What follows belongs to an exercise in optimizing a design on an open flow for small area; a production flow would make more cautious choices. Power is estimated from default activity; no workload was simulated.

==> module cpu_control, before the edit <==
module cpu_control (
    input  logic       clk,
    input  logic       rst,
    input  logic [3:0] op,           
    input  logic       ready,
    input  logic       t,            
    output logic [3:0] ph,
    output logic       init,
    output logic       fetch,
    output logic       rot1,
    output logic       rot2,
    output logic       mem,
    output logic       in_pc,
    output logic       halted
);
    localparam logic [2:0] S_INIT  = 3'd0;   
    localparam logic [2:0] S_FETCH = 3'd1;
    localparam logic [2:0] S_WAIT  = 3'd2;   
    localparam logic [2:0] S_ROT1  = 3'd3;   
    localparam logic [2:0] S_ROT2  = 3'd4;   
    localparam logic [2:0] S_MEM   = 3'd5;   
    localparam logic [2:0] S_PC    = 3'd6;   
    localparam logic [2:0] S_HALT  = 3'd7;
    logic [2:0] st;
    logic       ph15;
    assign ph15   = (ph == 4'd15);
    assign init   = (st == S_INIT);
    assign fetch  = (st == S_FETCH);
    assign rot1   = (st == S_ROT1);
    assign rot2   = (st == S_ROT2);
    assign mem    = (st == S_MEM);
    assign in_pc  = (st == S_PC);
    assign halted = (st == S_HALT);
    always_ff @(posedge clk or negedge rst) begin
        if (!rst) begin
            st <= S_INIT;
            ph <= 4'd0;
        end else begin
            ph <= ph + 4'd1;
            case (st)
                S_INIT:  if (ph15) st <= S_FETCH;
                S_FETCH: if (ready) begin
                    if (op == cpu_pkg::OP_LW)        st <= S_MEM;
                    else if (op == cpu_pkg::OP_HALT) st <= S_HALT;
                    else                             st <= S_WAIT;
                end
                S_WAIT:  if (ph15) st <= S_ROT1;
                S_ROT1:  if (ph15) st <= (op == cpu_pkg::OP_SW && !t) ? S_MEM : S_ROT2;
                S_ROT2:  if (ph15) st <= S_PC;
                S_MEM:   if (ready) st <= t ? S_WAIT : S_ROT2;
                S_PC:    if (ph == 4'd7) st <= S_FETCH;
                default: st <= S_HALT;
            endcase
        end
    end
endmodule
==> module cpu_fetch_unit, before the edit <==
module cpu_fetch_unit (
    input  logic        clk,
    input  logic        init,
    input  logic        fetch,
    input  logic        rot1,
    input  logic        rot2,
    input  logic        mem,
    input  logic        in_pc,
    input  logic [3:0]  ph,
    input  logic [15:0] mem_rdata,
    input  logic        a,           
    input  logic        sum,         
    input  logic        cout,
    input  logic        taken,
    output logic        t,
    output logic        c,
    output logic        immbit,
    output logic        w0,
    output logic        w1,
    output logic        pc0,
    output logic [7:0]  mem_addr,
    output logic [15:0] mem_wdata,
    output logic        mem_we
);
    logic [7:0]  pc;
    logic [7:0]  imm;
    logic [15:0] w;
    logic        ldsel;      
    assign ldsel  = mem | (rot1 & t);
    assign immbit = ph[3] ? imm[7] : imm[ph[2:0]];
    assign w0     = w[0];
    assign w1     = w[1];
    assign pc0    = pc[0];
    assign mem_addr  = ldsel ? imm : pc;
    assign mem_wdata = w;
    assign mem_we    = mem & ~t;
    always_ff @(posedge clk) begin
        if (fetch) imm <= mem_rdata[7:0];
        if (init || in_pc) pc <= {sum & ~init, pc[7:1]};
        if (rot1 || rot2) w <= {(rot1 & t) ? mem_rdata[ph] : a, w[15:1]};
        c <= cout;
        if (fetch)     t <= (mem_rdata[15:12] == cpu_pkg::OP_LW);
        else if (rot2) t <= taken;
    end
endmodule
clock: 10.0 ns
lec_check: 0
cap_margin: 20
core_margin: 2
core_utilization: 40
slew_margin: 20
synth_hierarchical: 1
standard.sh (not shown) runs the stock make flow with config.mk's settings and CLKGATE_MAP_FILE= SYNTH_SCRIPT=/design/flow/synth_recipe.tcl, a recipe that flattens the netlist after the stock synthesis.
==> flow/flow/run.sh <==
#!/bin/bash
set -euo pipefail
export BUFFER_PORTS_ARGS="-buffer_cell sky130_fd_sc_hd__buf_1"
export CTS_ARGS="-sink_clustering_enable -repair_clock_nets -dont_use_dummy_load -buf_list sky130_fd_sc_hd__clkbuf_4 -sink_clustering_size 12 -sink_clustering_max_diameter 40"
bash standard.sh synth > synth.log 2>&1
bash standard.sh floorplan > floorplan.log 2>&1
RES=orfs/results/$FLOW_PLATFORM/cpu_top/base
LIB_FILE=$FLOW_HOME/platforms/$FLOW_PLATFORM/lib/sky130_fd_sc_hd__tt_025C_1v80.lib \
ODB_IN=$RES/2_floorplan.odb ODB_OUT=$RES/2_floorplan.odb \
  openroad -no_init -exit flow/downsize.tcl > downsize.log 2>&1
bash standard.sh finish > finish.log 2>&1
==> flow/flow/downsize.tcl <==
# Swap every combinational standard cell for the smallest-area cell of the same
# function (same base name, other drive strength); flip-flops are left alone.
# Later repair steps upsize again wherever slew, capacitance or timing need it.
read_db $::env(ODB_IN)
read_liberty $::env(LIB_FILE)
set db [ord::get_db]
set best [dict create]
foreach lib [$db getLibs] {
  foreach m [$lib getMasters] {
    set n [$m getName]
    if {![regexp {^(sky130_fd_sc_hd__[a-z0-9]+)_([0-9]+)$} $n -> base drive]} { continue }
    set area [expr {[$m getWidth] * [$m getHeight]}]
    if {![dict exists $best $base] || $area < [lindex [dict get $best $base] 1]} {
      dict set best $base [list $n $area]
    }
  }
}
set swapped 0
foreach inst [[ord::get_db_block] getInsts] {
  set m [$inst getMaster]
  set n [$m getName]
  if {![regexp {^(sky130_fd_sc_hd__[a-z0-9]+)_([0-9]+)$} $n -> base drive]} { continue }
  if {[regexp {^sky130_fd_sc_hd__(df|edf|sdf|dl|sdl|tap|fill|decap|conb|diode|clk)} $n]} { continue }
  if {![dict exists $best $base]} { continue }
  set b [lindex [dict get $best $base] 0]
  set area [expr {[$m getWidth] * [$m getHeight]}]
  if {$b ne $n && [lindex [dict get $best $base] 1] < $area} {
    replace_cell [$inst getName] $b
    incr swapped
  }
}
puts "downsize: swapped $swapped cells"
write_db $::env(ODB_OUT)
Then changed:
--- a/flow/design.v
+++ b/flow/design.v
@@ -37,12 +37,12 @@
 );
     localparam logic [2:0] S_INIT  = 3'd0;   
     localparam logic [2:0] S_FETCH = 3'd1;
-    localparam logic [2:0] S_WAIT  = 3'd2;   
-    localparam logic [2:0] S_ROT1  = 3'd3;   
-    localparam logic [2:0] S_ROT2  = 3'd4;   
-    localparam logic [2:0] S_MEM   = 3'd5;   
-    localparam logic [2:0] S_PC    = 3'd6;   
-    localparam logic [2:0] S_HALT  = 3'd7;
+    localparam logic [2:0] S_WAIT  = 3'd4;   
+    localparam logic [2:0] S_ROT1  = 3'd5;   
+    localparam logic [2:0] S_ROT2  = 3'd6;   
+    localparam logic [2:0] S_MEM   = 3'd2;   
+    localparam logic [2:0] S_PC    = 3'd7;   
+    localparam logic [2:0] S_HALT  = 3'd3;
     logic [2:0] st;
     logic       ph15;
     assign ph15   = (ph == 4'd15);
@@ -70,7 +70,7 @@
                 S_ROT1:  if (ph15) st <= (op == cpu_pkg::OP_SW && !t) ? S_MEM : S_ROT2;
                 S_ROT2:  if (ph15) st <= S_PC;
                 S_MEM:   if (ready) st <= t ? S_WAIT : S_ROT2;
-                S_PC:    if (ph == 4'd7) st <= S_FETCH;
+                S_PC:    if (ph15) st <= S_FETCH;
                 default: st <= S_HALT;
             endcase
         end
@@ -117,7 +117,7 @@
     assign mem_we    = mem & ~t;
     always_ff @(posedge clk) begin
         if (fetch) imm <= mem_rdata[7:0];
-        if (init || in_pc) pc <= {sum & ~init, pc[7:1]};
+        if (init || (in_pc && !ph[3])) pc <= {sum & ~init, pc[7:1]};
         if (rot1 || rot2) w <= {(rot1 & t) ? mem_rdata[ph] : a, w[15:1]};
         c <= cout;
         if (fetch)     t <= (mem_rdata[15:12] == cpu_pkg::OP_LW);
Result: Combinational power fell by about 50%. Routed wire length rose by 4.4%. Final area stays the same. Via count fell by 0.53%. Power fell by 8.1%. Setup slack got worse by 110 ps. Cell count rose by 0.36%. Count of clock-buffer cells in the layout is unchanged. Clock skew fell by 3.7 ps. Clock power hardly moves. Core utilization does not change. Sequential power fell by about 5%.
Function was not checked in any run of this note: the RTL went through the layout flow alone.

## port drivers added, routing unchanged
How much do the figures lean on ideal ports? The routed layouts below were timed once more, with nothing changed but the port constraints. Step 1: set_driving_cell puts a clkbuf_16 on clk and a buf_2 on each other input, an assumption about the parent block. Step 2, shift: input delay + t, output delay - t, t = (earliest + latest rising clock arrival at the registers) / 2. This alone moves slack from input paths to output paths. Three values: ideal, step 1, step 2; two values: the first two.
run | shift t [ns] | setup WS [ns] | worst setup path after step 2 | latest minus earliest clock arrival (ns) | cell pins on the clock port's net
the first run | 0.603 | 4.067 / 4.068 / 3.465 | input to register | 0.062 / 0.062 | 1
the second run | 0.606 | 3.961 / 3.959 / 3.353 | input to register | 0.060 / 0.060 | 1
After both steps every run listed still meets setup and hold. For the second run, which loses most, drivers alone change the setup slack by -0.002 ns; drivers and shift together by -0.608 ns.
